From an optimization exercise on the open Yosys and OpenROAD flow, aimed at small area; shortcuts taken in it are not production practice. In this exercise RTL edits were held to simulation tests only and were not proved equivalent to the original.

## tundra
==> flow/design.v <==
`timescale 1ns/1ps
`default_nettype none
module snake_game_top (
    input  logic       clock_25,
    input  logic       reset,            
    input  logic       game_tik,
    input  logic       right_btn,
    input  logic       left_btn,
    output logic [6:0] head_x,
    output logic [6:0] head_y,
    output logic [6:0] fruit_x,
    output logic [6:0] fruit_y,
    output logic [7:0] score,
    output logic [3:0] snake_length,
    output logic [1:0] heading,
    output logic       game_over
);
    localparam logic [2:0] ST_IDLE = 3'd0, ST_WAIT = 3'd1, ST_MOVING = 3'd2, ST_MOVE_DONE = 3'd3,
                           ST_EATEN = 3'd4, ST_FRUIT_UPDATE = 3'd5, ST_COLLISION = 3'd6;
    function automatic logic [6:0] inc7(input logic [6:0] a);
        logic c;
        c = 1'b1;
        for (int k = 0; k < 7; k++) begin
            inc7[k] = a[k] ^ c;
            c = c & a[k];
        end
    endfunction
    function automatic logic [6:0] dec7(input logic [6:0] a);
        logic c;
        c = 1'b1;
        for (int k = 0; k < 7; k++) begin
            dec7[k] = a[k] ^ c;
            c = c & ~a[k];
        end
    endfunction
    function automatic logic [7:0] sub7(input logic [6:0] a, input logic [6:0] b);
        logic c;
        c = 1'b1;
        for (int k = 0; k < 7; k++) begin
            sub7[k] = a[k] ^ ~b[k] ^ c;
            c = (a[k] & ~b[k]) | (a[k] & c) | (~b[k] & c);
        end
        sub7[7] = ~c;
    endfunction
    function automatic logic [5:0] addsub6(input logic [5:0] a, input logic [5:0] b, input logic sub);
        logic c;
        logic bb;
        c = sub;
        for (int k = 0; k < 6; k++) begin
            bb = b[k] ^ sub;
            addsub6[k] = a[k] ^ bb ^ c;
            c = (a[k] & bb) | (a[k] & c) | (bb & c);
        end
    endfunction
    function automatic logic [3:0] inc4(input logic [3:0] a, input logic e);
        logic c;
        c = e;
        for (int k = 0; k < 4; k++) begin
            inc4[k] = a[k] ^ c;
            c = c & a[k];
        end
    endfunction
    logic [1:0] right_shift, left_shift;
    logic       right_pulse, left_pulse;
    always_ff @(posedge clock_25 or negedge reset) begin
        if (!reset) begin
            right_shift <= 2'b00;
            left_shift  <= 2'b00;
            right_pulse <= 1'b0;
            left_pulse  <= 1'b0;
        end else begin
            right_shift <= {right_shift[0], right_btn};
            left_shift  <= {left_shift[0], left_btn};
            right_pulse <= right_shift[0] & ~right_shift[1];
            left_pulse  <= left_shift[0] & ~left_shift[1];
        end
    end
    wire start_press = right_pulse | left_pulse;
    logic [2:0] state, next_state;
    logic       collision, fruit_eaten, fruit_bad;
    wire restart  = (state == ST_IDLE) || (state == ST_COLLISION);
    wire step     = state == ST_MOVE_DONE;
    wire eat      = state == ST_EATEN;
    wire resample = (state == ST_EATEN) || (state == ST_FRUIT_UPDATE);
    assign game_over = state == ST_COLLISION;
    always_comb begin
        next_state = state;
        case (state)
            ST_IDLE:         if (start_press) next_state = ST_WAIT;
            ST_WAIT:         if (game_tik) next_state = ST_MOVING;
            ST_MOVING:       next_state = ST_MOVE_DONE;
            ST_MOVE_DONE:    next_state = collision ? ST_COLLISION : fruit_eaten ? ST_EATEN : ST_WAIT;
            ST_EATEN:        next_state = ST_FRUIT_UPDATE;
            ST_FRUIT_UPDATE: if (!fruit_bad) next_state = ST_WAIT;
            ST_COLLISION:    if (start_press) next_state = ST_IDLE;
            default:         next_state = ST_IDLE;
        endcase
    end
    always_ff @(posedge clock_25 or negedge reset) begin
        if (!reset) state <= ST_IDLE;
        else        state <= next_state;
    end
    logic [1:0] turn;                
    always_ff @(posedge clock_25 or negedge reset) begin
        if (!reset)                         turn <= 2'b00;
        else if (restart)                   turn <= 2'b00;
        else if (right_pulse && left_pulse) turn <= 2'b00;
        else if (right_pulse)               turn <= 2'b10;
        else if (left_pulse)                turn <= 2'b01;
        else if (step)                      turn <= 2'b00;
    end
    logic [1:0] dir [0:13];
    always_ff @(posedge clock_25 or negedge reset) begin
        if (!reset)             heading <= 2'd0;
        else if (restart)       heading <= 2'd0;
        else if (turn != 2'b00) heading <= {~(dir[0][1] ^ dir[0][0]), dir[0][1] ^ turn[1]};
    end
    logic       grow_pending;        
    logic       len_sat;             
    logic [3:0] live;                
    assign snake_length = len_sat ? 4'd15 : 4'd6 + score[3:0];
    assign live = snake_length - 4'd1 - {3'b000, grow_pending};
    logic [6:0] next_x, next_y;
    always_comb begin
        next_x = head_x;
        next_y = head_y;
        case (heading)
            2'd0: next_x = inc7(head_x);
            2'd1: next_x = dec7(head_x);
            2'd2: next_y = dec7(head_y);
            default: next_y = inc7(head_y);
        endcase
    end
    wire wall_hit = (head_x == 7'd0   && heading == 2'd1)
                 || (head_x == 7'd123 && heading == 2'd0)
                 || (head_y == 7'd0   && heading == 2'd2)
                 || (head_y == 7'd80  && heading == 2'd3);
    always_comb begin
        head_x_d = head_x;
        head_y_d = head_y;
        if (restart) begin
            head_x_d = 7'd8;
            head_y_d = 7'd40;
        end else if (step && !collision) begin
            head_x_d = next_x;
            head_y_d = next_y;
        end
    end
    always_ff @(posedge clock_25) begin
        head_x <= head_x_d;
        head_y <= head_y_d;
    end
    always_ff @(posedge clock_25) begin
        if (step) begin
            dir[0] <= {heading[0] ^ heading[1], heading[0]};
            for (int i = 1; i < 14; i++) dir[i] <= dir[i-1];
        end
        if (restart)
            for (int i = 0; i < 5; i++) dir[i] <= 2'd0;
    end
    always_ff @(posedge clock_25) begin
        if (restart) begin
            grow_pending <= 1'b0;
            len_sat      <= 1'b0;
        end else if (eat) begin
            grow_pending <= ~len_sat;
            len_sat      <= len_sat | score[3];
        end else if (step) begin
            grow_pending <= 1'b0;
        end
    end
    logic [6:0] lfsr_x, lfsr_y;
    assign lfsr_x_d = {lfsr_x[5:0], lfsr_x[6] ^ lfsr_x[5]};
    assign lfsr_y_d = {lfsr_y[5:0], lfsr_y[6] ^ lfsr_y[5]};
    always_ff @(posedge clock_25 or negedge reset) begin
        if (!reset) begin
            lfsr_x <= 7'b0011100;
            lfsr_y <= 7'b0110000;
        end else begin
            lfsr_x <= lfsr_x_d;
            lfsr_y <= lfsr_y_d;
        end
    end
    always_ff @(posedge clock_25) begin
        if (restart) begin
            fruit_x <= 7'd8;
            fruit_y <= 7'd42;
        end else if (resample && (eat || fruit_bad)) begin
            fruit_x <= lfsr_x;
            fruit_y <= lfsr_y;
        end
    end
    logic [7:0] score_inc;
    always_comb begin
        logic c;
        c = 1'b1;
        for (int k = 0; k < 8; k++) begin
            score_inc[k] = score[k] ^ c;
            c = c & score[k];
        end
    end
    always_ff @(posedge clock_25 or negedge reset) begin
        if (!reset)       score <= 8'd0;
        else if (restart) score <= 8'd0;
        else if (eat)     score <= score_inc;
    end
    wire self_mode = state == ST_MOVING;
    logic [6:0] lfsr_x_d, lfsr_y_d, head_x_d, head_y_d;
    wire [7:0] fx = sub7(lfsr_x_d, head_x_d);
    wire [7:0] fy = sub7(lfsr_y_d, head_y_d);
    wire fx_near = (fx[7:4] == 4'b0000) || (fx[7:4] == 4'b1111);
    wire fy_near = (fy[7:4] == 4'b0000) || (fy[7:4] == 4'b1111);
    wire [5:0] fu = addsub6({fx[4], fx[4:0]}, {fy[4], fy[4:0]}, 1'b0);
    wire [5:0] fw = addsub6({fx[4], fx[4:0]}, {fy[4], fy[4:0]}, 1'b1);
    wire fu_near = fu[5] == fu[4];
    wire fw_near = fw[5] == fw[4];
    logic       f_ok, f_par;
    logic [3:0] f_u, f_w;
    always_ff @(posedge clock_25) begin
        f_ok  <= fx_near & fy_near & fu_near & fw_near;
        f_par <= fu[0];
        f_u   <= ~fu[4:1];
        f_w   <= ~fw[4:1];
    end
    wire       t_ok  = self_mode | f_ok;
    wire       t_par = ~self_mode & f_par;
    wire [3:0] t_u   = self_mode ? 4'b1111 : f_u;
    wire [3:0] t_w   = self_mode ? 4'b1111 : f_w;
    logic [3:0] au [0:14];
    logic [3:0] aw [0:14];
    logic       hit;
    always_comb begin
        au[0] = t_u;
        aw[0] = t_w;
        for (int i = 0; i < 14; i++) begin
            au[i+1] = inc4(au[i], dir[i][1]);
            aw[i+1] = inc4(aw[i], dir[i][0]);
        end
        hit = 1'b0;
        for (int i = 0; i < 14; i++) begin
            if ((i < 5 || live > 4'(i)) && t_par == 1'((i + 1) % 2)
                && au[i+1] == 4'((i + 2) / 2 - 1) && aw[i+1] == 4'((i + 2) / 2 - 1))
                hit = 1'b1;
        end
        hit = hit & t_ok;
    end
    logic check;
    always_ff @(posedge clock_25)
        check <= hit | (~self_mode & (lfsr_x >= 7'd124 || lfsr_y >= 7'd81 || (f_ok && !f_par && f_u == 4'b1111 && f_w == 4'b1111)));
    assign fruit_eaten = (fruit_x == head_x) && (fruit_y == head_y);
    assign collision   = check | wall_hit;
    assign fruit_bad   = check;
endmodule
`default_nettype wire
export LEC_CHECK = 0
export CAP_MARGIN = 20
export CORE_MARGIN = 2
export CORE_UTILIZATION = 40
export SLEW_MARGIN = 20
create_clock -name core_clock -period 7.0 [get_ports {clock_25}]
run.sh (not shown) runs the stock make flow with config.mk's settings and CLKGATE_MAP_FILE= SYNTH_SCRIPT=/design/flow/synth_recipe.tcl, a recipe that flattens the netlist after the stock synthesis.
What quartz does differently from tundra at the input level:
--- a/flow/design.v
+++ b/flow/design.v
@@ -49,12 +49,24 @@
         for (int k = 0; k < 6; k++) begin
             bb = b[k] ^ sub;
             addsub6[k] = a[k] ^ bb ^ c;
             c = (a[k] & bb) | (a[k] & c) | (bb & c);
         end
     endfunction
+    function automatic logic [3:0] add42(input logic [3:0] a, input logic b, input logic c);
+        logic s0, s1, k;
+        s0 = b ^ c;
+        s1 = b & c;
+        add42[0] = a[0] ^ s0;
+        k = a[0] & s0;
+        add42[1] = a[1] ^ s1 ^ k;
+        k = (a[1] & s1) | (a[1] & k) | (s1 & k);
+        add42[2] = a[2] ^ k;
+        k = a[2] & k;
+        add42[3] = a[3] ^ k;
+    endfunction
     function automatic logic [3:0] inc4(input logic [3:0] a, input logic e);
         logic c;
         c = e;
         for (int k = 0; k < 4; k++) begin
             inc4[k] = a[k] ^ c;
             c = c & a[k];
@@ -211,44 +223,45 @@
     wire fx_near = (fx[7:4] == 4'b0000) || (fx[7:4] == 4'b1111);
     wire fy_near = (fy[7:4] == 4'b0000) || (fy[7:4] == 4'b1111);
     wire [5:0] fu = addsub6({fx[4], fx[4:0]}, {fy[4], fy[4:0]}, 1'b0);
     wire [5:0] fw = addsub6({fx[4], fx[4:0]}, {fy[4], fy[4:0]}, 1'b1);
     wire fu_near = fu[5] == fu[4];
     wire fw_near = fw[5] == fw[4];
-    logic       f_ok, f_par;
-    logic [3:0] f_u, f_w;
-    always_ff @(posedge clock_25) begin
-        f_ok  <= fx_near & fy_near & fu_near & fw_near;
-        f_par <= fu[0];
-        f_u   <= ~fu[4:1];
-        f_w   <= ~fw[4:1];
-    end
-    wire       t_ok  = self_mode | f_ok;
-    wire       t_par = ~self_mode & f_par;
-    wire [3:0] t_u   = self_mode ? 4'b1111 : f_u;
-    wire [3:0] t_w   = self_mode ? 4'b1111 : f_w;
-    logic [3:0] au [0:14];
-    logic [3:0] aw [0:14];
+    wire self_next = (state == ST_WAIT) && game_tik;
+    logic       t_ok, t_par;
+    logic [3:0] t_u, t_w;
+    always_ff @(posedge clock_25) begin
+        t_ok  <= self_next | (fx_near & fy_near & fu_near & fw_near);
+        t_par <= ~self_next & fu[0];
+        t_u   <= self_next ? 4'b1111 : ~fu[4:1];
+        t_w   <= self_next ? 4'b1111 : ~fw[4:1];
+    end
+    logic [3:0] wu [0:7];
+    logic [3:0] ww [0:7];
     logic       hit;
     always_comb begin
-        au[0] = t_u;
-        aw[0] = t_w;
-        for (int i = 0; i < 14; i++) begin
-            au[i+1] = inc4(au[i], dir[i][1]);
-            aw[i+1] = inc4(aw[i], dir[i][0]);
+        wu[0] = t_u;
+        ww[0] = t_w;
+        for (int j = 0; j < 7; j++) begin
+            wu[j+1] = add42(wu[j], dir[2*j][1], dir[2*j+1][1]);
+            ww[j+1] = add42(ww[j], dir[2*j][0], dir[2*j+1][0]);
         end
         hit = 1'b0;
-        for (int i = 0; i < 14; i++) begin
-            if ((i < 5 || live > 4'(i)) && t_par == 1'((i + 1) % 2)
-                && au[i+1] == 4'((i + 2) / 2 - 1) && aw[i+1] == 4'((i + 2) / 2 - 1))
+        for (int j = 0; j < 7; j++) begin
+            if ((2*j < 5 || live > 4'(2*j)) && t_par == 1'b1
+                && wu[j] == (dir[2*j][1] ? 4'(j - 1) : 4'(j))
+                && ww[j] == (dir[2*j][0] ? 4'(j - 1) : 4'(j)))
+                hit = 1'b1;
+            if ((2*j+1 < 5 || live > 4'(2*j+1)) && t_par == 1'b0
+                && wu[j+1] == 4'(j) && ww[j+1] == 4'(j))
                 hit = 1'b1;
         end
         hit = hit & t_ok;
     end
     logic check;
     always_ff @(posedge clock_25)
-        check <= hit | (~self_mode & (lfsr_x >= 7'd124 || lfsr_y >= 7'd81 || (f_ok && !f_par && f_u == 4'b1111 && f_w == 4'b1111)));
+        check <= hit | (~self_mode & (lfsr_x >= 7'd124 || lfsr_y >= 7'd81 || (t_ok && !t_par && t_u == 4'b1111 && t_w == 4'b1111)));
     assign fruit_eaten = (fruit_x == head_x) && (fruit_y == head_y);
     assign collision   = check | wall_hit;
     assign fruit_bad   = check;
 endmodule
 `default_nettype wire
Findings:
Vertical die dimension, tundra and quartz: smaller value in quartz. On post-cts gate resize count: quartz sits below tundra. quartz has width of the die below what tundra had. Going from tundra to quartz, number of cells in the design after placement shrank by a few percent. When the final numbers for tundra and quartz were put side by side, the critical path depth turned out to be greater in tundra. Area fraction in compound gates after synthesis in quartz vs tundra: up 0.26 points. Compared with tundra, quartz shows non-clock buffer count lower by 8.9%. tundra → quartz: wire length now sits lower; post-synthesis mux area share went up. In quartz relative to tundra, tap cell count had gone down by a few percent.

[re-timing with driven ports]
Ports are ideal in the flow. The routed layouts listed here were re-timed in OpenROAD.
Step 1 sets driving cells, clkbuf_16 on the clock port and buf_2 on the other inputs (assumed; they add their load-dependent delay and slew).
Step 2, shift: input delay + t, output delay - t, t = (earliest + latest rising clock arrival at the registers) / 2. This alone moves slack from input paths to output paths.
Slacks: no drivers / after step 1 / after step 2; pairs: no drivers / after step 1.
run | t (ns) | setup slack, ns | hold slack, ns | worst setup path at the end | worst data-port slew with drivers (ns)
tundra | 0.395 | 0.233 / 0.233 / 0.233 | 0.372 / 0.372 / 0.372 | register to register | 0.03
quartz | 0.396 | 1.236 / 1.236 / 1.236 | 0.374 / 0.374 / 0.374 | register to register | 0.05
After both steps setup and hold are still met in every run listed.
